Context: an optimization exercise on an open-source flow, tuned for small area, a short achievable clock period and few clock cycles per item. The choices shown serve that exercise and are no tape-out recipe. Only simulation tests tie the RTL to the original design; equivalence was not proved. Power and IR drop assume default switching activity.

==> design.v <==
package tx_zc_pkg;
    localparam int ZC_NZC_W_DEF = 12;
    localparam int ZC_OUT_W_DEF = 12;
    localparam int ZC_INV_W_DEF = 18;
    localparam int ZC_T_MULT = 24;
endpackage
module tx_zc_mul (
    input  logic        clk,
    input  logic        i_en,
    input  logic [16:0] i_th,
    input  logic [17:0] i_inv,
    output logic [11:0] o_y,
    output logic [16:0] o_p
);
    logic [18:0] thx;
    logic [8:0]  w_neg, w_one, w_two;
    logic [8:0]  neg, one, two;
    logic        r_dsgn;
    logic [18:0] pp0;
    logic [18:0] pp1;
    logic [18:0] pp2;
    logic [18:0] pp3;
    logic [18:0] pp4;
    logic [18:0] pp5;
    logic [18:0] pp6;
    logic [18:0] pp7;
    logic [18:0] pp8;
    logic [34:0] ra, rb;
    logic [34:6] r_a, r_b;
    logic        r_sgn, r_c6;
    logic [6:0]  w_l6;
    logic s1;
    logic c2;
    logic s3;
    logic c4;
    logic s5;
    logic c6;
    logic s7;
    logic c8;
    logic s9;
    logic c10;
    logic s11;
    logic c12;
    logic s13;
    logic c14;
    logic s15;
    logic c16;
    logic s17;
    logic c18;
    logic s19;
    logic c20;
    logic s21;
    logic c22;
    logic s23;
    logic c24;
    logic s25;
    logic c26;
    logic s27;
    logic c28;
    logic s29;
    logic c30;
    logic s31;
    logic c32;
    logic s33;
    logic c34;
    logic s35;
    logic c36;
    logic s37;
    logic c38;
    logic s39;
    logic c40;
    logic s41;
    logic c42;
    logic s43;
    logic c44;
    logic s45;
    logic c46;
    logic s47;
    logic c48;
    logic s49;
    logic c50;
    logic s51;
    logic c52;
    logic s53;
    logic c54;
    logic s55;
    logic c56;
    logic s57;
    logic c58;
    logic s59;
    logic c60;
    logic s61;
    logic c62;
    logic s63;
    logic c64;
    logic s65;
    logic c66;
    logic s67;
    logic c68;
    logic s69;
    logic c70;
    logic s71;
    logic c72;
    logic s73;
    logic c74;
    logic s75;
    logic c76;
    logic s77;
    logic c78;
    logic s79;
    logic c80;
    logic s81;
    logic c82;
    logic s83;
    logic c84;
    logic s85;
    logic c86;
    logic s87;
    logic c88;
    logic s89;
    logic c90;
    logic s91;
    logic c92;
    logic s93;
    logic c94;
    logic s95;
    logic c96;
    logic s97;
    logic c98;
    logic s99;
    logic c100;
    logic s101;
    logic c102;
    logic s103;
    logic c104;
    logic s105;
    logic c106;
    logic s107;
    logic c108;
    logic s109;
    logic c110;
    logic s111;
    logic c112;
    logic s113;
    logic c114;
    logic s115;
    logic c116;
    logic s117;
    logic c118;
    logic s119;
    logic c120;
    logic s121;
    logic c122;
    logic s123;
    logic c124;
    logic s125;
    logic c126;
    logic s127;
    logic c128;
    logic s129;
    logic c130;
    logic s131;
    logic c132;
    logic s133;
    logic c134;
    logic s135;
    logic c136;
    logic s137;
    logic c138;
    logic s139;
    logic c140;
    logic s141;
    logic c142;
    logic s143;
    logic c144;
    logic s145;
    logic c146;
    logic s147;
    logic c148;
    logic s149;
    logic c150;
    logic s151;
    logic c152;
    logic s153;
    logic c154;
    logic s155;
    logic c156;
    logic s157;
    logic c158;
    logic s159;
    logic c160;
    logic s161;
    logic c162;
    logic s163;
    logic c164;
    logic s165;
    logic c166;
    logic s167;
    logic c168;
    logic s169;
    logic c170;
    logic s171;
    logic c172;
    logic s173;
    logic c174;
    logic s175;
    logic c176;
    logic s177;
    logic c178;
    logic s179;
    logic c180;
    logic s181;
    logic c182;
    logic s183;
    logic c184;
    logic s185;
    logic c186;
    logic s187;
    logic c188;
    logic s189;
    logic c190;
    logic s191;
    logic c192;
    logic s193;
    logic c194;
    logic s195;
    logic c196;
    logic s197;
    logic c198;
    logic s199;
    logic c200;
    logic s201;
    logic c202;
    logic s203;
    logic c204;
    logic s205;
    logic c206;
    logic s207;
    logic c208;
    logic s209;
    logic c210;
    logic s211;
    logic c212;
    logic s213;
    logic c214;
    logic s215;
    logic c216;
    logic s217;
    logic c218;
    logic s219;
    logic c220;
    logic s221;
    logic c222;
    logic s223;
    logic c224;
    logic s225;
    logic c226;
    logic s227;
    logic c228;
    logic s229;
    logic c230;
    logic s231;
    logic c232;
    logic s233;
    logic c234;
    logic s235;
    logic c236;
    logic s237;
    logic c238;
    logic s239;
    logic c240;
    logic s241;
    logic c242;
    logic s243;
    logic c244;
    logic s245;
    logic c246;
    logic s247;
    logic c248;
    logic s249;
    logic c250;
    logic s251;
    logic c252;
    logic s253;
    logic c254;
    logic s255;
    logic c256;
    logic s257;
    logic c258;
    logic s259;
    logic c260;
    logic s261;
    logic c262;
    logic s263;
    logic c264;
    logic s265;
    logic c266;
    logic s267;
    logic c268;
    logic s269;
    logic c270;
    logic s271;
    logic c272;
    logic s273;
    logic c274;
    logic s275;
    logic c276;
    logic s277;
    logic c278;
    logic s279;
    logic c280;
    logic s281;
    logic c282;
    logic s283;
    logic c284;
    logic s285;
    logic c286;
    logic s287;
    logic c288;
    logic s289;
    logic c290;
    logic s291;
    logic c292;
    logic s293;
    logic c294;
    logic s295;
    logic c296;
    logic s297;
    logic c298;
    logic s299;
    logic c300;
    logic s301;
    logic c302;
    logic s303;
    logic c304;
    logic s305;
    logic c306;
    assign thx = {i_th[16], i_th, 1'b0};
    always_comb begin
        for (int i = 0; i < 9; i++) begin
            w_neg[i] = thx[2*i+2] & ~(thx[2*i+1] & thx[2*i]);
            w_one[i] = thx[2*i+1] ^ thx[2*i];
            w_two[i] = (thx[2*i+2] & ~thx[2*i+1] & ~thx[2*i]) | (~thx[2*i+2] & thx[2*i+1] & thx[2*i]);
        end
    end
    always_ff @(posedge clk) begin
        if (i_en) begin
            neg    <= w_neg;
            one    <= w_one;
            two    <= w_two;
            r_dsgn <= i_th[16];
        end
    end
    assign pp0 = (({19{one[0]}} & {1'b0, i_inv}) | ({19{two[0]}} & {i_inv, 1'b0})) ^ {19{neg[0]}};
    assign pp1 = (({19{one[1]}} & {1'b0, i_inv}) | ({19{two[1]}} & {i_inv, 1'b0})) ^ {19{neg[1]}};
    assign pp2 = (({19{one[2]}} & {1'b0, i_inv}) | ({19{two[2]}} & {i_inv, 1'b0})) ^ {19{neg[2]}};
    assign pp3 = (({19{one[3]}} & {1'b0, i_inv}) | ({19{two[3]}} & {i_inv, 1'b0})) ^ {19{neg[3]}};
    assign pp4 = (({19{one[4]}} & {1'b0, i_inv}) | ({19{two[4]}} & {i_inv, 1'b0})) ^ {19{neg[4]}};
    assign pp5 = (({19{one[5]}} & {1'b0, i_inv}) | ({19{two[5]}} & {i_inv, 1'b0})) ^ {19{neg[5]}};
    assign pp6 = (({19{one[6]}} & {1'b0, i_inv}) | ({19{two[6]}} & {i_inv, 1'b0})) ^ {19{neg[6]}};
    assign pp7 = (({19{one[7]}} & {1'b0, i_inv}) | ({19{two[7]}} & {i_inv, 1'b0})) ^ {19{neg[7]}};
    assign pp8 = (({19{one[8]}} & {1'b0, i_inv}) | ({19{two[8]}} & {i_inv, 1'b0})) ^ {19{neg[8]}};
    assign s1 = pp0[16] ^ pp1[14];
    assign c2 = pp0[16] & pp1[14];
    assign s3 = pp0[17] ^ pp1[15];
    assign c4 = pp0[17] & pp1[15];
    assign s5 = pp0[18] ^ pp1[16];
    assign c6 = pp0[18] & pp1[16];
    assign s7 = pp1[17] ^ pp2[15];
    assign c8 = pp1[17] & pp2[15];
    assign s9 = pp1[18] ^ pp2[16];
    assign c10 = pp1[18] & pp2[16];
    assign s11 = ~neg[1] ^ pp2[17];
    assign c12 = ~neg[1] & pp2[17];
    assign s13 = pp0[10] ^ pp1[8];
    assign c14 = pp0[10] & pp1[8];
    assign s15 = pp0[11] ^ pp1[9];
    assign c16 = pp0[11] & pp1[9];
    assign s17 = pp0[12] ^ pp1[10] ^ pp2[8];
    assign c18 = (pp0[12] & pp1[10]) | (pp0[12] & pp2[8]) | (pp1[10] & pp2[8]);
    assign s19 = pp3[6] ^ pp4[4];
    assign c20 = pp3[6] & pp4[4];
    assign s21 = pp0[13] ^ pp1[11] ^ pp2[9];
    assign c22 = (pp0[13] & pp1[11]) | (pp0[13] & pp2[9]) | (pp1[11] & pp2[9]);
    assign s23 = pp3[7] ^ pp4[5];
    assign c24 = pp3[7] & pp4[5];
    assign s25 = pp0[14] ^ pp1[12] ^ pp2[10];
    assign c26 = (pp0[14] & pp1[12]) | (pp0[14] & pp2[10]) | (pp1[12] & pp2[10]);
    assign s27 = pp3[8] ^ pp4[6] ^ pp5[4];
    assign c28 = (pp3[8] & pp4[6]) | (pp3[8] & pp5[4]) | (pp4[6] & pp5[4]);
    assign s29 = pp6[2] ^ pp7[0];
    assign c30 = pp6[2] & pp7[0];
    assign s31 = pp0[15] ^ pp1[13] ^ pp2[11];
    assign c32 = (pp0[15] & pp1[13]) | (pp0[15] & pp2[11]) | (pp1[13] & pp2[11]);
    assign s33 = pp3[9] ^ pp4[7] ^ pp5[5];
    assign c34 = (pp3[9] & pp4[7]) | (pp3[9] & pp5[5]) | (pp4[7] & pp5[5]);
    assign s35 = pp6[3] ^ pp7[1];
    assign c36 = pp6[3] & pp7[1];
    assign s37 = pp2[12] ^ pp3[10] ^ pp4[8];
    assign c38 = (pp2[12] & pp3[10]) | (pp2[12] & pp4[8]) | (pp3[10] & pp4[8]);
    assign s39 = pp5[6] ^ pp6[4] ^ pp7[2];
    assign c40 = (pp5[6] & pp6[4]) | (pp5[6] & pp7[2]) | (pp6[4] & pp7[2]);
    assign s41 = pp8[0] ^ neg[8] ^ s1;
    assign c42 = (pp8[0] & neg[8]) | (pp8[0] & s1) | (neg[8] & s1);
    assign s43 = pp2[13] ^ pp3[11] ^ pp4[9];
    assign c44 = (pp2[13] & pp3[11]) | (pp2[13] & pp4[9]) | (pp3[11] & pp4[9]);
    assign s45 = pp5[7] ^ pp6[5] ^ pp7[3];
    assign c46 = (pp5[7] & pp6[5]) | (pp5[7] & pp7[3]) | (pp6[5] & pp7[3]);
    assign s47 = pp8[1] ^ s3 ^ c2;
    assign c48 = (pp8[1] & s3) | (pp8[1] & c2) | (s3 & c2);
    assign s49 = pp2[14] ^ pp3[12] ^ pp4[10];
    assign c50 = (pp2[14] & pp3[12]) | (pp2[14] & pp4[10]) | (pp3[12] & pp4[10]);
    assign s51 = pp5[8] ^ pp6[6] ^ pp7[4];
    assign c52 = (pp5[8] & pp6[6]) | (pp5[8] & pp7[4]) | (pp6[6] & pp7[4]);
    assign s53 = pp8[2] ^ s5 ^ c4;
    assign c54 = (pp8[2] & s5) | (pp8[2] & c4) | (s5 & c4);
    assign s55 = pp3[13] ^ pp4[11] ^ pp5[9];
    assign c56 = (pp3[13] & pp4[11]) | (pp3[13] & pp5[9]) | (pp4[11] & pp5[9]);
    assign s57 = pp6[7] ^ pp7[5] ^ pp8[3];
    assign c58 = (pp6[7] & pp7[5]) | (pp6[7] & pp8[3]) | (pp7[5] & pp8[3]);
    assign s59 = neg[0] ^ s7 ^ c6;
    assign c60 = (neg[0] & s7) | (neg[0] & c6) | (s7 & c6);
    assign s61 = pp3[14] ^ pp4[12] ^ pp5[10];
    assign c62 = (pp3[14] & pp4[12]) | (pp3[14] & pp5[10]) | (pp4[12] & pp5[10]);
    assign s63 = pp6[8] ^ pp7[6] ^ pp8[4];
    assign c64 = (pp6[8] & pp7[6]) | (pp6[8] & pp8[4]) | (pp7[6] & pp8[4]);
    assign s65 = neg[0] ^ s9 ^ c8;
    assign c66 = (neg[0] & s9) | (neg[0] & c8) | (s9 & c8);
    assign s67 = pp3[15] ^ pp4[13] ^ pp5[11];
    assign c68 = (pp3[15] & pp4[13]) | (pp3[15] & pp5[11]) | (pp4[13] & pp5[11]);
    assign s69 = pp6[9] ^ pp7[7] ^ pp8[5];
    assign c70 = (pp6[9] & pp7[7]) | (pp6[9] & pp8[5]) | (pp7[7] & pp8[5]);
    assign s71 = ~neg[0] ^ s11 ^ c10;
    assign c72 = (~neg[0] & s11) | (~neg[0] & c10) | (s11 & c10);
    assign s73 = pp2[18] ^ pp3[16] ^ pp4[14];
    assign c74 = (pp2[18] & pp3[16]) | (pp2[18] & pp4[14]) | (pp3[16] & pp4[14]);
    assign s75 = pp5[12] ^ pp6[10] ^ pp7[8];
    assign c76 = (pp5[12] & pp6[10]) | (pp5[12] & pp7[8]) | (pp6[10] & pp7[8]);
    assign s77 = ~(pp8[6] ^ c12);
    assign c78 = pp8[6] | c12;
    assign s79 = ~neg[2] ^ pp3[17] ^ pp4[15];
    assign c80 = (~neg[2] & pp3[17]) | (~neg[2] & pp4[15]) | (pp3[17] & pp4[15]);
    assign s81 = pp5[13] ^ pp6[11] ^ pp7[9];
    assign c82 = (pp5[13] & pp6[11]) | (pp5[13] & pp7[9]) | (pp6[11] & pp7[9]);
    assign s83 = pp3[18] ^ pp4[16] ^ pp5[14];
    assign c84 = (pp3[18] & pp4[16]) | (pp3[18] & pp5[14]) | (pp4[16] & pp5[14]);
    assign s85 = pp6[12] ^ pp7[10];
    assign c86 = pp6[12] & pp7[10];
    assign s87 = ~neg[3] ^ pp4[17] ^ pp5[15];
    assign c88 = (~neg[3] & pp4[17]) | (~neg[3] & pp5[15]) | (pp4[17] & pp5[15]);
    assign s89 = pp4[18] ^ pp5[16];
    assign c90 = pp4[18] & pp5[16];
    assign s91 = pp0[6] ^ pp1[4];
    assign c92 = pp0[6] & pp1[4];
    assign s93 = pp0[7] ^ pp1[5];
    assign c94 = pp0[7] & pp1[5];
    assign s95 = pp0[8] ^ pp1[6] ^ pp2[4];
    assign c96 = (pp0[8] & pp1[6]) | (pp0[8] & pp2[4]) | (pp1[6] & pp2[4]);
    assign s97 = pp3[2] ^ pp4[0];
    assign c98 = pp3[2] & pp4[0];
    assign s99 = pp0[9] ^ pp1[7] ^ pp2[5];
    assign c100 = (pp0[9] & pp1[7]) | (pp0[9] & pp2[5]) | (pp1[7] & pp2[5]);
    assign s101 = pp3[3] ^ pp4[1];
    assign c102 = pp3[3] & pp4[1];
    assign s103 = pp2[6] ^ pp3[4] ^ pp4[2];
    assign c104 = (pp2[6] & pp3[4]) | (pp2[6] & pp4[2]) | (pp3[4] & pp4[2]);
    assign s105 = pp5[0] ^ neg[5] ^ s13;
    assign c106 = (pp5[0] & neg[5]) | (pp5[0] & s13) | (neg[5] & s13);
    assign s107 = pp2[7] ^ pp3[5] ^ pp4[3];
    assign c108 = (pp2[7] & pp3[5]) | (pp2[7] & pp4[3]) | (pp3[5] & pp4[3]);
    assign s109 = pp5[1] ^ s15 ^ c14;
    assign c110 = (pp5[1] & s15) | (pp5[1] & c14) | (s15 & c14);
    assign s111 = pp5[2] ^ pp6[0] ^ neg[6];
    assign c112 = (pp5[2] & pp6[0]) | (pp5[2] & neg[6]) | (pp6[0] & neg[6]);
    assign s113 = s17 ^ s19 ^ c16;
    assign c114 = (s17 & s19) | (s17 & c16) | (s19 & c16);
    assign s115 = pp5[3] ^ pp6[1] ^ s21;
    assign c116 = (pp5[3] & pp6[1]) | (pp5[3] & s21) | (pp6[1] & s21);
    assign s117 = s23 ^ c18 ^ c20;
    assign c118 = (s23 & c18) | (s23 & c20) | (c18 & c20);
    assign s119 = neg[7] ^ s25 ^ s27;
    assign c120 = (neg[7] & s25) | (neg[7] & s27) | (s25 & s27);
    assign s121 = s29 ^ c22 ^ c24;
    assign c122 = (s29 & c22) | (s29 & c24) | (c22 & c24);
    assign s123 = s31 ^ s33 ^ s35;
    assign c124 = (s31 & s33) | (s31 & s35) | (s33 & s35);
    assign s125 = c26 ^ c28 ^ c30;
    assign c126 = (c26 & c28) | (c26 & c30) | (c28 & c30);
    assign s127 = s37 ^ s39 ^ s41;
    assign c128 = (s37 & s39) | (s37 & s41) | (s39 & s41);
    assign s129 = c32 ^ c34 ^ c36;
    assign c130 = (c32 & c34) | (c32 & c36) | (c34 & c36);
    assign s131 = s43 ^ s45 ^ s47;
    assign c132 = (s43 & s45) | (s43 & s47) | (s45 & s47);
    assign s133 = c38 ^ c40 ^ c42;
    assign c134 = (c38 & c40) | (c38 & c42) | (c40 & c42);
    assign s135 = s49 ^ s51 ^ s53;
    assign c136 = (s49 & s51) | (s49 & s53) | (s51 & s53);
    assign s137 = c44 ^ c46 ^ c48;
    assign c138 = (c44 & c46) | (c44 & c48) | (c46 & c48);
    assign s139 = s55 ^ s57 ^ s59;
    assign c140 = (s55 & s57) | (s55 & s59) | (s57 & s59);
    assign s141 = c50 ^ c52 ^ c54;
    assign c142 = (c50 & c52) | (c50 & c54) | (c52 & c54);
    assign s143 = s61 ^ s63 ^ s65;
    assign c144 = (s61 & s63) | (s61 & s65) | (s63 & s65);
    assign s145 = c56 ^ c58 ^ c60;
    assign c146 = (c56 & c58) | (c56 & c60) | (c58 & c60);
    assign s147 = s67 ^ s69 ^ s71;
    assign c148 = (s67 & s69) | (s67 & s71) | (s69 & s71);
    assign s149 = c62 ^ c64 ^ c66;
    assign c150 = (c62 & c64) | (c62 & c66) | (c64 & c66);
    assign s151 = s73 ^ s75 ^ s77;
    assign c152 = (s73 & s75) | (s73 & s77) | (s75 & s77);
    assign s153 = c68 ^ c70 ^ c72;
    assign c154 = (c68 & c70) | (c68 & c72) | (c70 & c72);
    assign s155 = pp8[7] ^ s79 ^ s81;
    assign c156 = (pp8[7] & s79) | (pp8[7] & s81) | (s79 & s81);
    assign s157 = c74 ^ c76 ^ c78;
    assign c158 = (c74 & c76) | (c74 & c78) | (c76 & c78);
    assign s159 = ~(pp8[8] ^ s83);
    assign c160 = pp8[8] | s83;
    assign s161 = s85 ^ c80 ^ c82;
    assign c162 = (s85 & c80) | (s85 & c82) | (c80 & c82);
    assign s163 = pp6[13] ^ pp7[11] ^ pp8[9];
    assign c164 = (pp6[13] & pp7[11]) | (pp6[13] & pp8[9]) | (pp7[11] & pp8[9]);
    assign s165 = s87 ^ c84 ^ c86;
    assign c166 = (s87 & c84) | (s87 & c86) | (c84 & c86);
    assign s167 = pp6[14] ^ pp7[12] ^ pp8[10];
    assign c168 = (pp6[14] & pp7[12]) | (pp6[14] & pp8[10]) | (pp7[12] & pp8[10]);
    assign s169 = ~(s89 ^ c88);
    assign c170 = s89 | c88;
    assign s171 = ~neg[4] ^ pp5[17] ^ pp6[15];
    assign c172 = (~neg[4] & pp5[17]) | (~neg[4] & pp6[15]) | (pp5[17] & pp6[15]);
    assign s173 = pp7[13] ^ pp8[11] ^ c90;
    assign c174 = (pp7[13] & pp8[11]) | (pp7[13] & c90) | (pp8[11] & c90);
    assign s175 = pp5[18] ^ pp6[16] ^ pp7[14];
    assign c176 = (pp5[18] & pp6[16]) | (pp5[18] & pp7[14]) | (pp6[16] & pp7[14]);
    assign s177 = ~pp8[12];
    assign c178 = pp8[12];
    assign s179 = ~neg[5] ^ pp6[17] ^ pp7[15];
    assign c180 = (~neg[5] & pp6[17]) | (~neg[5] & pp7[15]) | (pp6[17] & pp7[15]);
    assign s181 = pp6[18] ^ pp7[16];
    assign c182 = pp6[18] & pp7[16];
    assign s183 = pp0[4] ^ pp1[2];
    assign c184 = pp0[4] & pp1[2];
    assign s185 = pp0[5] ^ pp1[3] ^ pp2[1];
    assign c186 = (pp0[5] & pp1[3]) | (pp0[5] & pp2[1]) | (pp1[3] & pp2[1]);
    assign s187 = pp2[2] ^ pp3[0] ^ neg[3];
    assign c188 = (pp2[2] & pp3[0]) | (pp2[2] & neg[3]) | (pp3[0] & neg[3]);
    assign s189 = pp2[3] ^ pp3[1] ^ s93;
    assign c190 = (pp2[3] & pp3[1]) | (pp2[3] & s93) | (pp3[1] & s93);
    assign s191 = neg[4] ^ s95 ^ s97;
    assign c192 = (neg[4] & s95) | (neg[4] & s97) | (s95 & s97);
    assign s193 = s99 ^ s101 ^ c96;
    assign c194 = (s99 & s101) | (s99 & c96) | (s101 & c96);
    assign s195 = s103 ^ s105 ^ c100;
    assign c196 = (s103 & s105) | (s103 & c100) | (s105 & c100);
    assign s197 = s107 ^ s109 ^ c104;
    assign c198 = (s107 & s109) | (s107 & c104) | (s109 & c104);
    assign s199 = s111 ^ s113 ^ c108;
    assign c200 = (s111 & s113) | (s111 & c108) | (s113 & c108);
    assign s201 = s115 ^ s117 ^ c112;
    assign c202 = (s115 & s117) | (s115 & c112) | (s117 & c112);
    assign s203 = s119 ^ s121 ^ c116;
    assign c204 = (s119 & s121) | (s119 & c116) | (s121 & c116);
    assign s205 = s123 ^ s125 ^ c120;
    assign c206 = (s123 & s125) | (s123 & c120) | (s125 & c120);
    assign s207 = s127 ^ s129 ^ c124;
    assign c208 = (s127 & s129) | (s127 & c124) | (s129 & c124);
    assign s209 = s131 ^ s133 ^ c128;
    assign c210 = (s131 & s133) | (s131 & c128) | (s133 & c128);
    assign s211 = s135 ^ s137 ^ c132;
    assign c212 = (s135 & s137) | (s135 & c132) | (s137 & c132);
    assign s213 = s139 ^ s141 ^ c136;
    assign c214 = (s139 & s141) | (s139 & c136) | (s141 & c136);
    assign s215 = s143 ^ s145 ^ c140;
    assign c216 = (s143 & s145) | (s143 & c140) | (s145 & c140);
    assign s217 = s147 ^ s149 ^ c144;
    assign c218 = (s147 & s149) | (s147 & c144) | (s149 & c144);
    assign s219 = s151 ^ s153 ^ c148;
    assign c220 = (s151 & s153) | (s151 & c148) | (s153 & c148);
    assign s221 = s155 ^ s157 ^ c152;
    assign c222 = (s155 & s157) | (s155 & c152) | (s157 & c152);
    assign s223 = s159 ^ s161 ^ c156;
    assign c224 = (s159 & s161) | (s159 & c156) | (s161 & c156);
    assign s225 = s163 ^ s165 ^ c160;
    assign c226 = (s163 & s165) | (s163 & c160) | (s165 & c160);
    assign s227 = s167 ^ s169 ^ c164;
    assign c228 = (s167 & s169) | (s167 & c164) | (s169 & c164);
    assign s229 = s171 ^ s173 ^ c168;
    assign c230 = (s171 & s173) | (s171 & c168) | (s173 & c168);
    assign s231 = s175 ^ s177 ^ c172;
    assign c232 = (s175 & s177) | (s175 & c172) | (s177 & c172);
    assign s233 = pp8[13] ^ s179 ^ c176;
    assign c234 = (pp8[13] & s179) | (pp8[13] & c176) | (s179 & c176);
    assign s235 = ~(pp8[14] ^ s181);
    assign c236 = pp8[14] | s181;
    assign s237 = ~neg[6] ^ pp7[17] ^ pp8[15];
    assign c238 = (~neg[6] & pp7[17]) | (~neg[6] & pp8[15]) | (pp7[17] & pp8[15]);
    assign s239 = pp7[18] ^ pp8[16];
    assign c240 = pp7[18] & pp8[16];
    assign s241 = pp0[2] ^ pp1[0];
    assign c242 = pp0[2] & pp1[0];
    assign s243 = pp0[3] ^ pp1[1];
    assign c244 = pp0[3] & pp1[1];
    assign s245 = pp2[0] ^ neg[2] ^ s183;
    assign c246 = (pp2[0] & neg[2]) | (pp2[0] & s183) | (neg[2] & s183);
    assign s247 = ~(s185 ^ c184);
    assign c248 = s185 | c184;
    assign s249 = s91 ^ s187 ^ c186;
    assign c250 = (s91 & s187) | (s91 & c186) | (s187 & c186);
    assign s251 = c92 ^ s189 ^ c188;
    assign c252 = (c92 & s189) | (c92 & c188) | (s189 & c188);
    assign s253 = c94 ^ s191 ^ c190;
    assign c254 = (c94 & s191) | (c94 & c190) | (s191 & c190);
    assign s255 = c98 ^ s193 ^ c192;
    assign c256 = (c98 & s193) | (c98 & c192) | (s193 & c192);
    assign s257 = c102 ^ s195 ^ c194;
    assign c258 = (c102 & s195) | (c102 & c194) | (s195 & c194);
    assign s259 = c106 ^ s197 ^ c196;
    assign c260 = (c106 & s197) | (c106 & c196) | (s197 & c196);
    assign s261 = c110 ^ s199 ^ c198;
    assign c262 = (c110 & s199) | (c110 & c198) | (s199 & c198);
    assign s263 = c114 ^ s201 ^ c200;
    assign c264 = (c114 & s201) | (c114 & c200) | (s201 & c200);
    assign s265 = c118 ^ s203 ^ c202;
    assign c266 = (c118 & s203) | (c118 & c202) | (s203 & c202);
    assign s267 = c122 ^ s205 ^ c204;
    assign c268 = (c122 & s205) | (c122 & c204) | (s205 & c204);
    assign s269 = c126 ^ s207 ^ c206;
    assign c270 = (c126 & s207) | (c126 & c206) | (s207 & c206);
    assign s271 = c130 ^ s209 ^ c208;
    assign c272 = (c130 & s209) | (c130 & c208) | (s209 & c208);
    assign s273 = c134 ^ s211 ^ c210;
    assign c274 = (c134 & s211) | (c134 & c210) | (s211 & c210);
    assign s275 = c138 ^ s213 ^ c212;
    assign c276 = (c138 & s213) | (c138 & c212) | (s213 & c212);
    assign s277 = c142 ^ s215 ^ c214;
    assign c278 = (c142 & s215) | (c142 & c214) | (s215 & c214);
    assign s279 = c146 ^ s217 ^ c216;
    assign c280 = (c146 & s217) | (c146 & c216) | (s217 & c216);
    assign s281 = c150 ^ s219 ^ c218;
    assign c282 = (c150 & s219) | (c150 & c218) | (s219 & c218);
    assign s283 = c154 ^ s221 ^ c220;
    assign c284 = (c154 & s221) | (c154 & c220) | (s221 & c220);
    assign s285 = c158 ^ s223 ^ c222;
    assign c286 = (c158 & s223) | (c158 & c222) | (s223 & c222);
    assign s287 = c162 ^ s225 ^ c224;
    assign c288 = (c162 & s225) | (c162 & c224) | (s225 & c224);
    assign s289 = c166 ^ s227 ^ c226;
    assign c290 = (c166 & s227) | (c166 & c226) | (s227 & c226);
    assign s291 = c170 ^ s229 ^ c228;
    assign c292 = (c170 & s229) | (c170 & c228) | (s229 & c228);
    assign s293 = c174 ^ s231 ^ c230;
    assign c294 = (c174 & s231) | (c174 & c230) | (s231 & c230);
    assign s295 = c178 ^ s233 ^ c232;
    assign c296 = (c178 & s233) | (c178 & c232) | (s233 & c232);
    assign s297 = c180 ^ s235 ^ c234;
    assign c298 = (c180 & s235) | (c180 & c234) | (s235 & c234);
    assign s299 = c182 ^ s237 ^ c236;
    assign c300 = (c182 & s237) | (c182 & c236) | (s237 & c236);
    assign s301 = ~(s239 ^ c238);
    assign c302 = s239 | c238;
    assign s303 = ~neg[7] ^ pp8[17] ^ c240;
    assign c304 = (~neg[7] & pp8[17]) | (~neg[7] & c240) | (pp8[17] & c240);
    assign s305 = ~pp8[18];
    assign c306 = pp8[18];
    assign ra[0] = pp0[0];
    assign rb[0] = neg[0];
    assign ra[1] = pp0[1];
    assign rb[1] = 1'b0;
    assign ra[2] = neg[1];
    assign rb[2] = s241;
    assign ra[3] = s243;
    assign rb[3] = c242;
    assign ra[4] = s245;
    assign rb[4] = c244;
    assign ra[5] = s247;
    assign rb[5] = c246;
    assign ra[6] = s249;
    assign rb[6] = c248;
    assign ra[7] = s251;
    assign rb[7] = c250;
    assign ra[8] = s253;
    assign rb[8] = c252;
    assign ra[9] = s255;
    assign rb[9] = c254;
    assign ra[10] = s257;
    assign rb[10] = c256;
    assign ra[11] = s259;
    assign rb[11] = c258;
    assign ra[12] = s261;
    assign rb[12] = c260;
    assign ra[13] = s263;
    assign rb[13] = c262;
    assign ra[14] = s265;
    assign rb[14] = c264;
    assign ra[15] = s267;
    assign rb[15] = c266;
    assign ra[16] = s269;
    assign rb[16] = c268;
    assign ra[17] = s271;
    assign rb[17] = c270;
    assign ra[18] = s273;
    assign rb[18] = c272;
    assign ra[19] = s275;
    assign rb[19] = c274;
    assign ra[20] = s277;
    assign rb[20] = c276;
    assign ra[21] = s279;
    assign rb[21] = c278;
    assign ra[22] = s281;
    assign rb[22] = c280;
    assign ra[23] = s283;
    assign rb[23] = c282;
    assign ra[24] = s285;
    assign rb[24] = c284;
    assign ra[25] = s287;
    assign rb[25] = c286;
    assign ra[26] = s289;
    assign rb[26] = c288;
    assign ra[27] = s291;
    assign rb[27] = c290;
    assign ra[28] = s293;
    assign rb[28] = c292;
    assign ra[29] = s295;
    assign rb[29] = c294;
    assign ra[30] = s297;
    assign rb[30] = c296;
    assign ra[31] = s299;
    assign rb[31] = c298;
    assign ra[32] = s301;
    assign rb[32] = c300;
    assign ra[33] = s303;
    assign rb[33] = c302;
    assign ra[34] = s305;
    assign rb[34] = c304;
    assign w_l6 = {1'b0, ra[5:0]} + {1'b0, rb[5:0]};
    always_ff @(posedge clk) begin
        if (i_en) begin
            r_a   <= ra[34:6];
            r_b   <= rb[34:6];
            r_sgn <= r_dsgn;
            r_c6  <= w_l6[6];
        end
    end
    logic [22:6] w_lo;
    logic [17:0] w_sum;
    assign w_sum = {r_a[22:6], r_c6} + {r_b[22:6], r_c6};
    assign w_lo  = w_sum[17:1];
    assign o_p  = w_lo[22:6];
    logic [34:17] w_p, w_o, w_g;
    logic         w_z0, w_z1;
    assign w_p   = r_a[34:17] ^ r_b[34:17];
    assign w_o   = r_a[34:17] | r_b[34:17];
    assign w_g   = r_a[34:17] & r_b[34:17];
    assign w_z0  = !w_lo[17] && (w_o[33:17] == w_p[34:18]);
    assign w_z1  = w_lo[17] && (w_g[33:17] == ~w_p[34:18]);
    assign o_y   = (w_z0 || w_z1) ? w_lo[17:6] : (r_sgn ? 12'h800 : 12'h7ff);
endmodule
module tx_zc_phase_gen #(
    parameter int NZC_W  = tx_zc_pkg::ZC_NZC_W_DEF,
    parameter int OUT_W  = tx_zc_pkg::ZC_OUT_W_DEF,
    parameter int INV_W  = tx_zc_pkg::ZC_INV_W_DEF,
    parameter int PH_W   = NZC_W + 5
) (
    input  logic             sys_clk,
    input  logic             rst,
    input  logic             start,
    input  logic             abort,
    input  logic [NZC_W-1:0] zc_N_zc,
    input  logic [NZC_W-1:0] zc_len,
    input  logic [NZC_W-1:0] zc_start_index,
    input  logic [PH_W-1:0]  zc_Q,
    input  logic [PH_W-1:0]  zc_P,
    input  logic [INV_W-1:0] zc_inv_T,
    input  logic             theta_ready,
    output logic             theta_valid,
    output logic [OUT_W-1:0] theta_data,
    output logic             theta_last,
    output logic             busy,
    output logic             cfg_err
);
    logic        r_busy, r_idle, r_cfg_err;
    logic        r_ph_q2;    
    logic        r_ph_e0;    
    logic        r_ph_run;   
    logic        r_ph_w1;    
    logic        r_ph_w2;    
    logic        r_ph_w3;    
    logic        r_s1_valid, r_s1_last, r_s2_valid, r_s2_last, r_out_valid, r_out_last;
    logic [11:0] r_out_data;
    logic [11:0] r_nzc;          
    logic [13:0] r_t3;           
    logic [16:0] r_q;            
    logic [16:0] r_p;            
    logic [17:0] r_inv;          
    logic [11:0] r_rem;          
    logic [11:0] r_skip;         
    logic [11:0]        r_mc;    
    logic               r_wrap;  
    logic               r_usep;  
    logic signed [16:0] r_th;    
    logic [16:0]        r_e;     
    logic [4:0]         r_z;     
    logic [4:0]         r_pm;    
    logic [13:0] w_3n;
    logic [14:0] w_qc_a, w_qc_b, w_qc_s, w_qc_c, w_qc_r;
    logic [14:0] w_pc_s, w_pc_c, w_pc_r;
    logic [15:0] w_q2_a, w_q2_b, w_q2_s, w_q2_c, w_q2x;
    logic        w_cfg_ok, w_accept, w_adv, w_step, w_done, w_last_step;
    logic [16:0] w_t, w_half;
    logic [16:0] w_q2;
    logic [18:0] w_tha, w_thb, w_tnx, w_hnx, w_ths, w_s1, w_c1, w_ths_m, w_s2, w_c2, w_thc;
    logic [16:0] w_th_nxt;
    logic        w_wrap_nxt, w_e0_nxt;
    logic [16:0] w_ea;
    logic [18:0] w_eq, w_tx, w_ed, w_s3, w_c3, w_edt;
    logic [16:0] w_e_nxt;
    logic [1:0]  w_p3;
    logic [4:0]  w_pm;
    logic [3:0]  w_zl_s;
    logic [4:0]  w_z_nxt, w_zth5;
    logic [16:0] w_zth;
    logic [17:0] w_mul_b;
    logic [11:0] w_sat;
    logic [16:0] w_prod;
    logic        w_th_ld;
    logic [16:0] w_th_d;
    assign w_qc_a   = {3'b000, zc_N_zc};
    assign w_qc_b   = ~{1'b0, zc_N_zc, 2'b00};
    assign w_qc_s   = w_qc_a ^ w_qc_b ^ {1'b0, zc_Q[16:3]};
    assign w_qc_c   = {(w_qc_a[13:0] & w_qc_b[13:0]) | ((w_qc_a[13:0] | w_qc_b[13:0]) & zc_Q[16:3]), 1'b1};
    assign w_qc_r   = w_qc_s + w_qc_c;
    assign w_pc_s   = w_qc_a ^ w_qc_b ^ {1'b0, zc_P[16:3]};
    assign w_pc_c   = {(w_qc_a[13:0] & w_qc_b[13:0]) | ((w_qc_a[13:0] | w_qc_b[13:0]) & zc_P[16:3]), 1'b1};
    assign w_pc_r   = w_pc_s + w_pc_c;
    assign w_cfg_ok = (zc_N_zc[11:2] != '0 || zc_N_zc[1:0] == 2'd3) && (zc_len != '0) &&
                      (zc_start_index < zc_len) && w_qc_r[14] && w_pc_r[14];
    assign w_accept = !r_busy && start && w_cfg_ok;
    assign w_adv       = !(r_out_valid && !theta_ready);
    assign w_step      = w_adv && r_ph_run;
    assign w_last_step = (r_rem == 12'd1);
    assign w_done      = r_out_valid && r_out_last && theta_ready;
    assign w_t    = {r_t3, 3'b000};
    assign w_half = {1'b0, r_t3, 2'b00};
    assign w_3n    = 14'(r_nzc) + {1'b0, r_nzc, 1'b0};
    assign w_q2_a  = {4'b0000, r_nzc};
    assign w_q2_b  = ~{2'b00, r_nzc, 2'b00};
    assign w_q2_s  = w_q2_a ^ w_q2_b ^ {1'b0, r_q[16:2]};
    assign w_q2_c  = {(w_q2_a[14:0] & w_q2_b[14:0]) | ((w_q2_a[14:0] | w_q2_b[14:0]) & r_q[16:2]), 1'b1};
    assign w_q2x   = w_q2_s + w_q2_c;
    assign w_q2    = w_q2x[15] ? {r_q[15:0], 1'b0} : {w_q2x[13:0], r_q[1:0], 1'b0};
    assign w_tha  = {r_th[16], r_th[16], r_th};
    assign w_thb  = {2'b00, r_e};
    assign w_tnx  = ~{2'b00, w_t};
    assign w_hnx  = ~{2'b00, w_half};
    assign w_ths  = w_tha + w_thb;
    assign w_s1   = w_tha ^ w_thb ^ w_tnx;
    assign w_c1   = {(w_tha[17:0] & w_thb[17:0]) | (w_tha[17:0] & w_tnx[17:0]) | (w_thb[17:0] & w_tnx[17:0]), 1'b1};
    assign w_ths_m = w_s1 + w_c1;
    assign w_s2   = w_tha ^ w_thb ^ w_hnx;
    assign w_c2   = {(w_tha[17:0] & w_thb[17:0]) | (w_tha[17:0] & w_hnx[17:0]) | (w_thb[17:0] & w_hnx[17:0]), 1'b1};
    assign w_thc  = w_s2 + w_c2;
    assign w_th_nxt = w_thc[18] ? w_ths[16:0] : w_ths_m[16:0];
    assign w_ea   = r_usep ? r_p : r_e;
    assign w_eq   = ~{2'b00, r_q};
    assign w_tx   = {2'b00, w_t};
    assign w_ed   = {2'b00, w_ea} - {2'b00, r_q};
    assign w_s3   = {2'b00, w_ea} ^ w_eq ^ w_tx;
    assign w_c3   = {({1'b0, w_ea} & w_eq[17:0]) | ({1'b0, w_ea} & w_tx[17:0]) | (w_eq[17:0] & w_tx[17:0]), 1'b1};
    assign w_edt  = w_s3 + w_c3;
    assign w_e_nxt = w_ed[18] ? w_edt[16:0] : w_ed[16:0];
    function automatic logic [1:0] add3(input logic [1:0] a, input logic [1:0] b);
        case ({a, b})
            4'b0000: add3 = 2'd0;  4'b0001: add3 = 2'd1;  4'b0010: add3 = 2'd2;
            4'b0100: add3 = 2'd1;  4'b0101: add3 = 2'd2;  4'b0110: add3 = 2'd0;
            4'b1000: add3 = 2'd2;  4'b1001: add3 = 2'd0;  4'b1010: add3 = 2'd1;
            default: add3 = 2'd0;
        endcase
    endfunction
    function automatic logic [1:0] red3(input logic [1:0] g);
        red3 = {g[1] & ~g[0], g[0] & ~g[1]};
    endfunction
    always_comb begin
        logic [1:0] r0, r1, r2, r3, r4, r5, r6;
        r0 = red3(r_p[4:3]);   r1 = red3(r_p[6:5]);   r2 = red3(r_p[8:7]);
        r3 = red3(r_p[10:9]);  r4 = red3(r_p[12:11]); r5 = red3(r_p[14:13]);
        r6 = red3(r_p[16:15]);
        w_p3 = add3(add3(add3(r0, r1), add3(r2, r3)), add3(add3(r4, r5), r6));
    end
    assign w_pm = {w_p3, r_p[2:0]};
    assign w_zl_s  = {1'b0, r_z[2:0]} + {1'b0, r_pm[2:0]};
    assign w_z_nxt = {add3(add3(r_z[4:3], r_pm[4:3]), {1'b0, w_zl_s[3]}), w_zl_s[2:0]};
    assign w_zth5  = (r_z[4:3] == 2'd2) ? {2'b11, r_z[2:0]} :
                     (r_z[4:3] == 2'd1 && r_z[2]) ? {2'b10, r_z[2:0]} : {1'b0, r_z[3], r_z[2:0]};
    assign w_zth   = {{12{w_zth5[4]}}, w_zth5};
    always_comb begin
        if (r_ph_q2)      w_th_d = '0;
        else if (r_ph_w3) w_th_d = w_prod;
        else if (r_wrap)  w_th_d = w_zth;
        else              w_th_d = w_th_nxt;
    end
    assign w_th_ld = r_ph_q2 || (w_adv && (r_ph_run || r_ph_w3));
    assign w_mul_b = r_ph_w2 ? {r_nzc, 6'b000000} : r_inv;
    tx_zc_mul u_mul (.clk(sys_clk), .i_en(w_adv), .i_th(r_th), .i_inv(w_mul_b),
                     .o_y(w_sat), .o_p(w_prod));
    assign w_e0_nxt   = !rst && !abort && r_busy && r_ph_q2;
    assign w_wrap_nxt = r_ph_q2 ? 1'b0 : (w_step ? (!r_wrap && r_mc == 12'd2) : r_wrap);
    always_ff @(posedge sys_clk) begin
        if (rst || abort) begin
            r_busy      <= 1'b0;
            r_idle      <= 1'b1;
            r_ph_q2     <= 1'b0;
            r_ph_e0     <= 1'b0;
            r_ph_run    <= 1'b0;
            r_ph_w1     <= 1'b0;
            r_ph_w2     <= 1'b0;
            r_ph_w3     <= 1'b0;
            r_s1_valid  <= 1'b0;
            r_s1_last   <= 1'b0;
            r_s2_valid  <= 1'b0;
            r_s2_last   <= 1'b0;
            r_out_valid <= 1'b0;
            r_out_last  <= 1'b0;
            r_cfg_err   <= 1'b0;
        end else begin
            r_cfg_err <= !r_busy && start && !w_cfg_ok;
            if (!r_busy) begin
                r_busy  <= w_accept;
                r_idle  <= !w_accept;
                r_ph_q2 <= w_accept;
            end else begin
                if (w_done) begin
                    r_busy <= 1'b0;
                    r_idle <= 1'b1;
                end
                r_ph_q2 <= 1'b0;
                r_ph_e0 <= r_ph_q2;
                if (r_ph_e0) r_ph_run <= 1'b1;
                if (w_adv) begin
                    if (r_ph_run && (w_last_step || r_wrap)) r_ph_run <= 1'b0;
                    r_ph_w1 <= r_ph_run && !w_last_step && r_wrap;
                    r_ph_w2 <= r_ph_w1;
                    r_ph_w3 <= r_ph_w2;
                    if (r_ph_w3) r_ph_run <= 1'b1;
                end
            end
            if (w_adv) begin
                r_s1_valid  <= w_step && (r_skip == '0);
                r_s1_last   <= w_last_step;
                r_s2_valid  <= r_s1_valid;
                r_s2_last   <= r_s1_last;
                r_out_valid <= r_s2_valid;
                r_out_last  <= r_s2_last;
            end
        end
    end
    always_ff @(posedge sys_clk) begin
        if (r_idle) begin
            r_nzc  <= zc_N_zc;
            r_q    <= zc_Q;
            r_p    <= zc_P;
            r_inv  <= zc_inv_T;
            r_rem  <= zc_len;
            r_skip <= zc_start_index;
        end else begin
            if (r_ph_q2) begin
                r_q  <= w_q2;
                r_t3 <= w_3n;
            end
            if (w_step) begin
                r_rem <= r_rem - 12'd1;
                if (r_skip != '0) r_skip <= r_skip - 12'd1;
            end
        end
    end
    always_ff @(posedge sys_clk) begin
        if (w_th_ld) begin
            r_th <= w_th_d;
        end
        r_wrap <= w_wrap_nxt;
        r_usep <= w_e0_nxt || w_wrap_nxt;
        if (r_ph_q2) begin
            r_mc   <= r_nzc;
            r_pm   <= w_pm;
            r_z    <= w_pm;
        end
        if (r_ph_e0) begin
            r_e <= w_e_nxt;
        end
        if (w_step) begin
            r_e <= w_e_nxt;
            if (r_wrap) begin
                r_z    <= w_z_nxt;
                r_mc   <= r_nzc;
            end else begin
                r_mc   <= r_mc - 12'd1;
            end
        end
        if (w_adv) begin
            r_out_data <= w_sat;
        end
    end
    assign theta_valid = r_out_valid;
    assign theta_data  = r_out_data;
    assign theta_last  = r_out_last;
    assign busy        = r_busy;
    assign cfg_err     = r_cfg_err;
endmodule
==> run.sh <==
#!/bin/bash
# synth_recipe.tcl (not shown) runs the flow's synth.tcl, then flattens the netlist and writes it again
# the make line also repeats each setting of config.mk as NAME=value (left out here)
make -C /OpenROAD-flow-scripts/flow DESIGN_CONFIG=/design/flow/config.mk WORK_HOME=/design/flow/orfs CLKGATE_MAP_FILE= SYNTH_SCRIPT=/design/flow/synth_recipe.tcl finish
==> config.mk <==
export PLATFORM = sky130hd
export DESIGN_NAME = tx_zc_phase_gen
export DESIGN_NICKNAME = tx_zc_phase_gen
export VERILOG_FILES = /design/flow/design.v
export SDC_FILE = /design/flow/constraint.sdc
export NUM_CORES = 4
export LEC_CHECK = 0
export CAP_MARGIN = 20
export CORE_MARGIN = 2
export CORE_UTILIZATION = 40
export SETUP_SLACK_MARGIN = 4.3
export SLEW_MARGIN = 20
==> constraint.sdc <==
create_clock -name core_clock -period 8.0 [get_ports {sys_clk}]
set_input_delay 1.6000 -clock core_clock [delete_from_list [all_inputs] [get_ports {sys_clk}]]
set_output_delay 1.6000 -clock core_clock [all_outputs]
set_load 0.01 [all_outputs]
==> flow_metrics.tcl, run 1 <==
set metrics [dict create \
    end_kind "register" \
    crit_path_max_fanout 6 \
    critPathLaunchType "register" \
    postLayoutCoreUtil 0.479 \
    final_nets 3517 \
    synthFlopType "edfxtp_1" \
    wire_per_inst_um 19.4 \
    design.die.area_mm2 0.0703 \
    path_class "register to register" \
    ant_nets 0 \
    grt_usage 0.212 \
    htreeDepth 2 \
    mappedNetlistArea_mm2 0.0273 \
    initial_core_util 0.405 \
    ios 109 \
    hold_end "r_s2_last" \
    yosysSeqAreaShare 0.293 \
    io_buffers 108 \
    reg2reg_from "r_nzc[10]" \
    std_cell_rows 95 \
    fillers 6131 \
    hold_viol 0 \
    numCtsBuffers 36 \
    clk_root_buffer_cell "clkbuf_16" \
    status "timing/DRC/antenna clean" \
    grt_pass1_wl_mm 118 \
    slew_viol_final 0 \
    area_growth_pct 18.4 \
    synthArstFlopShare 0 \
    hp-class "register to register" \
    finalSetupTns_ns 0 \
    slew_headroom 0.388 \
    syn_avg_cell_area_um2 9.77 \
    overflow 0 \
    fmax_mhz 255 \
    power.density_mw_per_mm2 245 \
    grt_pass1_vias 21573 \
    clock_path_buffers 3 \
    num_vias 20814 \
    worstSkewPairLatency_ns 0.57 \
    worst_slew_pin_slew_ns 0.919 \
    postCtsHoldBufs 0 \
    multiInputGateArea_mm2 0.0178 \
    synthDistinctLibCells 80 \
    synthTopCellsByArea "edfxtp_1, fa_1, ha_1" \
    grt_max_degree 68 \
    ys_warn_count 2 \
    min_period_over_period 0.490 \
    grt_antenna_before_repair 0 \
    path_clk_slew_ns 0.06 \
    timing.rr.end "u_mul.r_a[20]" \
    ys_ff_latch 274 \
    worst_ep_required_time_ns 8.31 \
    core_mm2 0.0674 \
    first_iter_violations 1552 \
    first_pass_iters 5 \
    wl_mm 75.0 \
    die_x_um 265 \
    p_total_w 0.00791 \
    rsz0062_at_grt "yes" \
    cts_tree "built" \
    r2r_cells 11 \
    drv_cap 0 \
    report.final.setup_viol 0 \
    dieHeight_um 265 \
    reg2reg_setup_slack_ns 4.08 \
    dp_hpwl_mm 55.0 \
    post-synth-top-area-fraction 0.277 \
    place.gp.congestion 0.910 \
    postSynthCellCount 2793 \
    clock_skew_ns 0.0135 \
    cp.arrival_ns 4.23 \
    seqCellArea_mm2 0.00802 \
    final_layout_size_suffix_gt1_frac 0.132 \
    timing.final.crit_period_ns 3.92 \
    synth_edf_count 252 \
    viasPerCell 5.39 \
    hold_path.startpoint "r_s2_last" \
    p_leak_nw 14.2 \
    yosysTopAreaCell "edfxtp_1" \
    irDropWorstVdd_uv 122 \
    remaining_drc_errors 0 \
    cts.sinks 274 \
    synth_fp_nets 3347 \
    holdPathStages 2 \
]
## synth_stat cells, drive strengths merged (36+ instances only)
master	count
buf	36
nand3	40
fa	201
clkbuf	84
edfxtp	252
a21oi	92
xnor2	225
mux2i	57
ha	260
o21a	46
o21ai	117
inv	456
xor2	95
nor2	132
nand2	187
a22oi	137
## timing repair
action / 4_1_cts / 5_1_grt
cloned: 6 / 2
buffers inserted: 67 / 45
endpoints found under the hold margin: 0 / 0
setup endpoints to repair: 113 / 115
resized for setup: 134 / 128
pin swaps: 78 / 78
## worst max-delay path: stages (launching register included)
cell	delay [ns]
edfxtp_1	0.52
mux2_4	0.39
buf_4	0.16
a22oi_2	0.15
xnor2_1	0.15
ha_1	0.28
fa_1	0.53
inv_2	0.04
fa_2	0.53
fa_1	0.39
inv_1	0.09
fa_2	0.42
## final cells by class
cell class	instances	area share
Multi-Input combinational cell	1948	0.552
Antenna cell	1	0.0000775
Timing Repair Buffer	247	0.0750
Tap cell	873	0.0338
Inverter	456	0.0535
Clock buffer	41	0.0285
Clock inverter	25	0.00879
Sequential cell	274	0.248
## per-layer routing
layer,wire length [um],track usage,part of all wire
met1,31500,0.267,0.42
met2,36800,0.367,0.49
met3,3910,0.0299,0.052
met4,2800,0.0863,0.037
met5,0,0,0
## where the power goes
group | internal, W | switching [W] | total, W
Clock | 0.000998 | 0.000692 | 0.00169
Sequential | 0.00199 | 0.000194 | 0.00218
Combinational | 0.00179 | 0.00225 | 0.00404
Total | 0.00477 | 0.00313 | 0.00791
## cell usage in the layout, fill, tap and decap left out, types with 35 or more instances in the layout
master and n:
buf_4 99, edfxtp_1 252, nor2_1 131, nor3_1 35, fa_1 173, nand3_1 38
ha_1 250, xnor2_1 216, o21a_1 46, clkdlybuf4s50_1 82, inv_1 424, a22oi_1 107
xor2_1 94, mux2i_1 55, nand2_1 183, clkbuf_16 38, a21oi_1 85, o21ai_0 103
## cells by family (layout without fill, tap and decap cells)
logic type / Yosys count / in the layout / synth area share
xor+xnor: 320 / 320 / 0.103
other cells: 0 / 1 / 0
simple gates: 547 / 547 / 0.0950
buf+inv: 576 / 769 / 0.0797
compound gates: 539 / 539 / 0.134
mux: 76 / 81 / 0.0287
fa+ha+maj: 461 / 461 / 0.267
flops: 274 / 274 / 0.293
## through the flow
stage	cell area, um^2	hold slack, ns	setup slack [ns]	instances
CTS	31500	0.459	4.13	3817
finish	32300	0.458	4.08	3865
floorplan	27400	0.400	4.15	2793
global route	32300	0.480	4.03	3864
detailed placement	29300	0.450	3.13	3678
global placement	29300	0.439	3.15	3678
## sequential cells by signal, indices dropped and copies added (netlist names), 8 cells and up
| register | count |
|---|---|
| r_skip | 12 |
| r_nzc | 12 |
| u_mul.r_b | 29 |
| u_mul.two | 8 |
| r_mc | 12 |
| r_th | 17 |
| u_mul.neg | 9 |
| u_mul.r_a | 29 |
| r_rem | 12 |
| r_e | 17 |
| r_q | 17 |
| r_t3 | 14 |
| r_inv | 18 |
| r_out_data | 12 |
| r_p | 17 |
| u_mul.one | 9 |
## worst max-delay path by stage
stage | from | to | slack, ns | cells after the start
after global placement | zc_N_zc[2] | r_idle | 3.15 | 13
after detailed placement | zc_N_zc[2] | r_idle | 3.13 | 13
after CTS | r_nzc[9] | u_mul.r_a[17] | 4.13 | 11
final | r_nzc[10] | u_mul.r_a[20] | 4.08 | 11
after global routing | r_nzc[10] | u_mul.r_a[20] | 4.03 | 11
after floorplan | zc_N_zc[1] | r_idle | 4.15 | 13
Testbench counts, summed over its fixed seeds: cycles 47,060, items 46,621.
==> run 2: changes to the inputs <==
--- a/config.mk
+++ b/config.mk
@@ -9,4 +9,4 @@
 export CORE_MARGIN = 2
-export CORE_UTILIZATION = 40
-export SETUP_SLACK_MARGIN = 4.3
+export CORE_UTILIZATION = 65
+export SETUP_SLACK_MARGIN = 4.0
 export SLEW_MARGIN = 20
==> flow_metrics.tcl, run 2 <==
set metrics [dict create \
    clk_root_buffer_cell "clkbuf_16" \
    final_cell_mix "inv_1, ha_1, edfxtp_1, xnor2_1, fa_1" \
    grt_usage 0.319 \
    clock_path_buffers 3 \
    worst_ep_required_time_ns 8.30 \
    ios 109 \
    clock_skew_ns 0.0134 \
    grt_use_met3 0.0380 \
    finalSetupTns_ns 0 \
    r2r_cells 14 \
    p_leak_nw 13.6 \
    synth_fp_nets 3347 \
    io_buffers 108 \
    area_growth_pct 11.8 \
    path_clk_slew_ns 0.06 \
    hp-class "register to register" \
    synthDistinctLibCells 80 \
    endpoint "r_e[16]" \
    drv_cap 0 \
    crit_path_max_fanout 34 \
    status "timing/DRC/antenna clean" \
    fmax_mhz 254 \
    overflow 0 \
    power.density_mw_per_mm2 250 \
    post-synth-top-area-fraction 0.277 \
    ys_ff_latch 274 \
    wire_per_inst_um 19.8 \
    end_kind "register" \
    yosysTopAreaCell "edfxtp_1" \
    timing.final.crit_period_ns 3.94 \
    fillers 3107 \
    synthTopCellsByCount "inv_1, ha_1, edfxtp_1" \
    core_mm2 0.0417 \
    place.gp.congestion 0.937 \
    rsz0062_at_grt "yes" \
    top_usage_layer "met2" \
    worstSkewPairLatency_ns 0.56 \
    yosysSeqAreaShare 0.293 \
    reg_top3 "u_mul.r_a x29, u_mul.r_b x29, r_inv x18" \
    dp_hpwl_mm 52.8 \
    place_inst 3338 \
    numCtsBuffers 35 \
    die_x_um 209 \
    num_vias 20719 \
    ys_warn_count 2 \
    grt_use_met2 0.564 \
    diodes 0 \
    viasPerCell 6.01 \
    first_iter_violations 1784 \
    grt_pass1_vias 21157 \
    wl_mm 68.3 \
    reg2reg_from "r_usep" \
    syn_avg_cell_area_um2 9.77 \
    p_sw_w 0.00298 \
    dieHeight_um 209 \
    pwr-share-seq 0.288 \
    remaining_drc_errors 0 \
    seqCellArea_mm2 0.00802 \
    multiInputGateArea_mm2 0.0173 \
    timing.rr.end "r_e[16]" \
    final_nets 3437 \
    design.die.area_mm2 0.0436 \
    std_cell_rows 75 \
    layout_commonest_cell "inv_1" \
    synth_edf_count 252 \
    synthArstFlopShare 0 \
    instances_no_fill 3447 \
    worst_slew_pin_slew_ns 0.950 \
    reg2reg_setup_slack_ns 4.06 \
    cts.sinks 274 \
    synthTopCellsByArea "edfxtp_1, fa_1, ha_1" \
    final_layout_size_suffix_gt1_frac 0.0640 \
    grt_use_met1 0.400 \
    hold_viol 0 \
    synth_most_common_cell "inv_1" \
    postSynthCellCount 2793 \
    initial_core_util 0.655 \
    synthFlopType "edfxtp_1" \
    htreeDepth 2 \
    place_area_mm2 0.0288 \
    ant_nets 0 \
    switching_share 0.390 \
    cp.arrival_ns 4.24 \
    power_frac_comb 0.496 \
    irDropWorstVdd_uv 148 \
    clkPwrFrac 0.216 \
    cts_tree "built" \
    design_area_mm2 0.0305 \
    first_pass_iters 6 \
    whs_ns 0.453 \
    cp-startpoint "r_usep" \
    report.final.setup_viol 0 \
    min_period_over_period 0.492 \
    grt_antenna_before_repair 0 \
    slew_viol_final 0 \
    critPathLaunchType "register" \
    intPower_w 0.00465 \
    grt_max_degree 74 \
    slew_headroom 0.351 \
    grt_pass1_wl_mm 110 \
    path_class "register to register" \
    mappedNetlistArea_mm2 0.0273 \
]
==> run 2: area by class of cell <==
class | count | area share
timing repair buffer | 172 | 0.0540
inverter | 456 | 0.0562
sequential | 274 | 0.263
clock buffer | 48 | 0.0320
multi-input combinational | 1944 | 0.566
clock inverter | 14 | 0.00689
tap | 539 | 0.0221
==> run 2: power groups by stage <==
stage               sequential, W  combinational, W  clock, W
finish                    0.00220           0.00378   0.00165
global route              0.00223           0.00429   0.00172
CTS                       0.00220           0.00375   0.00167
detailed placement        0.00223           0.00370         0
global placement          0.00222           0.00354         0
floorplan                 0.00212           0.00279         0
==> run 2: repair_timing <==
action                                  in CTS  in global routing
hold buffers                                 0                  0
endpoints found under the setup margin      50                 43
buffers inserted                             9                 36
cloned                                       0                  1
pin swaps                                    4                  6
resized for setup                           29                 32
==> run 2: cell families (layout without fill, tap and decap cells) <==
kind of cell	after synthesis	count (layout)	synth area share
simple gates	547	547	0.0950
mux	76	77	0.0287
fa+ha+maj	461	461	0.267
xor+xnor	320	320	0.103
buf+inv	576	690	0.0797
compound gates	539	539	0.134
flops	274	274	0.293
==> run 2: how the worst min path moves through the flow <==
stage                       from           to  slack (ns)  cells after the start
detailed placement    r_s1_valid   r_s1_valid        0.45                      2
global placement      r_s1_valid   r_s1_valid        0.44                      2
CTS                   r_s1_valid   r_s1_valid        0.45                      2
global route          r_s1_valid   r_s2_valid        0.48                      2
floorplan           u_mul.r_dsgn  u_mul.r_sgn        0.40                      0
finish                r_s1_valid   r_s1_valid        0.45                      2
==> run 2: layer usage <==
layer  wire, um  vias to the layer above
met5          0                        -
met4       2920                        0
met3       4220                      209
met2      34200                      769
met1      27000                    10087
li1           -                     9654
==> run 2: through the flow <==
stage           util  worst slack [ns]  power [W]
6_report       0.732              4.06    0.00762
5_1_grt        0.732              3.85    0.00824
4_1_cts        0.722              3.99    0.00761
3_5_place_dp   0.691              3.10    0.00593
3_3_place_gp   0.690              3.11    0.00575
2_1_floorplan      -              4.01    0.00491
==> run 2: critical path, cell delays in order (launching register included) <==
cell and delay (ns):
dfxtp_1 0.37, buf_12 0.21, o21a_1 0.25, inv_1 0.06, ha_1 0.33, fa_1 0.41
nor2b_1 0.16, o31a_1 0.31, o41ai_4 0.44, o2111ai_2 0.22, a41o_1 0.28, a21oi_1 0.19
xnor2_1 0.14, mux2i_1 0.10, xor2_1 0.17
==> run 3: changes to the inputs <==
--- a/config.mk
+++ b/config.mk
@@ -10,3 +10,4 @@
 export CORE_UTILIZATION = 65
-export SETUP_SLACK_MARGIN = 4.0
+export GPL_TIMING_DRIVEN = 1
+export SETUP_SLACK_MARGIN = 4.2
 export SLEW_MARGIN = 20
==> flow_metrics.tcl, run 3 <==
set metrics [dict create \
    finalSetupTns_ns 0 \
    std_cell_rows 75 \
    cp.arrival_ns 4.17 \
    cts_tree "built" \
    die_x_um 209 \
    overflow 0 \
    hp-class "register to register" \
    synthArstFlopShare 0 \
    grt_antenna_before_repair 0 \
    slew_headroom 0.360 \
    synth_edf_count 252 \
    grt_usage 0.323 \
    postCtsHoldBufs 0 \
    clk_root_buffer_cell "clkbuf_16" \
    diodes 0 \
    wire_per_inst_um 20.6 \
    yosysSeqAreaShare 0.293 \
    hold_viol 0 \
    grt_max_degree 68 \
    synth_most_common_cell "inv_1" \
    clock_path_buffers 3 \
    initial_core_util 0.655 \
    worstSkewPairLatency_ns 0.59 \
    area_growth_pct 13.7 \
    timing.final.crit_period_ns 3.86 \
    min_period_over_period 0.483 \
    ys_warn_count 2 \
    remaining_drc_errors 0 \
    synthDistinctLibCells 80 \
    slew_viol_final 0 \
    htreeDepth 1 \
    layout_commonest_cell "inv_1" \
    power.density_mw_per_mm2 245 \
    worst_ep_required_time_ns 8.31 \
    rsz0062_at_grt "yes" \
    dp_hpwl_mm 53.3 \
    worst_slew_pin_slew_ns 0.959 \
    first_iter_violations 1534 \
    reg_top3 "u_mul.r_a x29, u_mul.r_b x29, r_inv x18" \
    design.die.area_mm2 0.0436 \
    first_pass_iters 6 \
    critPathLaunchType "register" \
    numCtsBuffers 31 \
    cts.sinks 274 \
    whs_ns 0.466 \
    irDropWorstVdd_uv 178 \
    ys_ff_latch 274 \
    yosysTopAreaCell "edfxtp_1" \
    dieHeight_um 209 \
    syn_avg_cell_area_um2 9.77 \
    drv_cap 0 \
    fmax_mhz 259 \
    synthTopCellsByCount "inv_1, ha_1, edfxtp_1" \
    setup_slack_ns 4.14 \
    fillers 2967 \
    mappedNetlistArea_mm2 0.0273 \
    final_layout_size_suffix_gt1_frac 0.102 \
    viasPerCell 6.02 \
    path_clk_slew_ns 0.06 \
    place.gp.congestion 0.959 \
    p_leak_nw 13.9 \
    synthTopCellsByArea "edfxtp_1, fa_1, ha_1" \
    num_vias 20940 \
    clock_skew_ns 0.0216 \
    ios 109 \
    final_nets 3470 \
    wl_mm 71.8 \
    core_mm2 0.0417 \
    crit_path_max_fanout 8 \
    grt_pass1_wl_mm 111 \
    status "timing/DRC/antenna clean" \
    grt_pass1_vias 21618 \
    path_class "register to register" \
    synth_fp_nets 3347 \
    report.final.setup_viol 0 \
    ant_nets 0 \
    post-synth-top-area-fraction 0.277 \
    end_kind "register" \
    p_total_w 0.00761 \
    postSynthCellCount 2793 \
    io_buffers 108 \
    final_cell_mix "inv_1, ha_1, edfxtp_1, xnor2_1, fa_1" \
    synthFlopType "edfxtp_1" \
    place_ws_ns 3.07 \
]
## run 3: cell counts after synthesis
No cell type changed its count.
## run 3: kinds of logic after synthesis
logic type | count (synthesis) | synth area share
buf+inv | 576 | 0.0797
simple gates | 547 | 0.0950
compound gates | 539 | 0.134
fa+ha+maj | 461 | 0.267
xor+xnor | 320 | 0.103
flops | 274 | 0.293
mux | 76 | 0.0287
## run 3: through the flow
stage / util / area [um^2] / std cells
final: 0.745 / 31000 / 3479
after global routing: 0.745 / 31000 / 3479
after CTS: 0.731 / 30500 / 3451
after detailed placement: 0.691 / 28800 / 3339
after global placement: 0.691 / 28800 / 3339
after floorplan: - / 27400 / 2793
## run 3: area by class of cell
cell class / instances / area (um^2) / area share
multi-input cells: 1946 / 17600 / 0.568
well taps: 539 / 674 / 0.0217
clock inverters: 16 / 193 / 0.00621
flip-flops and latches: 274 / 8020 / 0.258
inverters: 456 / 1720 / 0.0553
clock buffers: 41 / 833 / 0.0269
repair buffers: 207 / 1970 / 0.0635
## run 3: what timing repair did
action	CTS	global route
setup endpoints to repair	53	77
setup buffers	53	24
gates cloned	2	4
gates resized for setup	71	116
pin swaps	35	60
## run 3: worst max-delay path, stage by stage (launching register included)
cell      delay (ns)
edfxtp_1        0.53
buf_4           0.18
buf_6           0.09
inv_4           0.04
fa_1            0.52
inv_2           0.05
ha_4            0.26
o21a_1          0.12
o31a_1          0.22
o41ai_4         0.09
buf_4           0.17
o211ai_1        0.28
a41oi_2         0.19
nand3b_1        0.24
nand3_4         0.12
buf_12          0.16
mux2i_4         0.23
o21ai_1         0.08
## run 3: path summary, 6_finish.rpt
| path | from | endpoint | slack (ns) | depth (start not counted) |
|---|---|---|---|---|
| max | r_nzc[3] | r_q[4] | 4.14 | 17 |
| min | r_s2_last | r_s2_last | 0.47 | 2 |
| max reg2reg | r_nzc[3] | r_q[4] | 4.14 | 17 |
| min reg2reg | r_s2_last | r_s2_last | 0.47 | 2 |
## run 3: report_power, final
part           internal (W)  switching, W  leakage, nW
clock network      0.000860      0.000594        0.505
registers           0.00199      0.000210         2.76
logic               0.00173       0.00223         10.6
total               0.00458       0.00304         13.9
## run 3: routing by layer
layer,part of all wire,track usage,vias up
met2,0.51,0.570,784
met5,0,0,-
met3,0.059,0.0383,230
met1,0.39,0.392,10201
li1,-,-,9725
met4,0.046,0.164,0

## separate check: timing with driven ports
How much do the figures lean on ideal ports? The routed layouts below were timed once more, with nothing changed but the port constraints.
Step 1 assumes that a clkbuf_16 drives the clock port and a buf_2 every other input.
Step 2 moves the port delays by t, midway between the first and last clock arrival at a register: inputs arrive t later, outputs are due t later. That takes back most of the time a late clock gives input paths.
Three values: ideal ports, drivers, drivers and shift; two values: the first two.
run	t (ns)	slack for setup (ns)	hold WS [ns]	cell pins on the clock port's net
run 1	0.627	4.083 / 4.083 / 3.742	0.458 / 0.458 / 0.458	1
run 2	0.616	4.062 / 4.062 / 3.583	0.453 / 0.453 / 0.453	1
run 3	0.639	4.138 / 4.138 / 3.690	0.466 / 0.466 / 0.466	1
After both steps setup and hold are still met in every run listed. The setup slack of run 2, which loses most, moves by 0.000 ns with the drivers and by -0.479 ns with both steps.
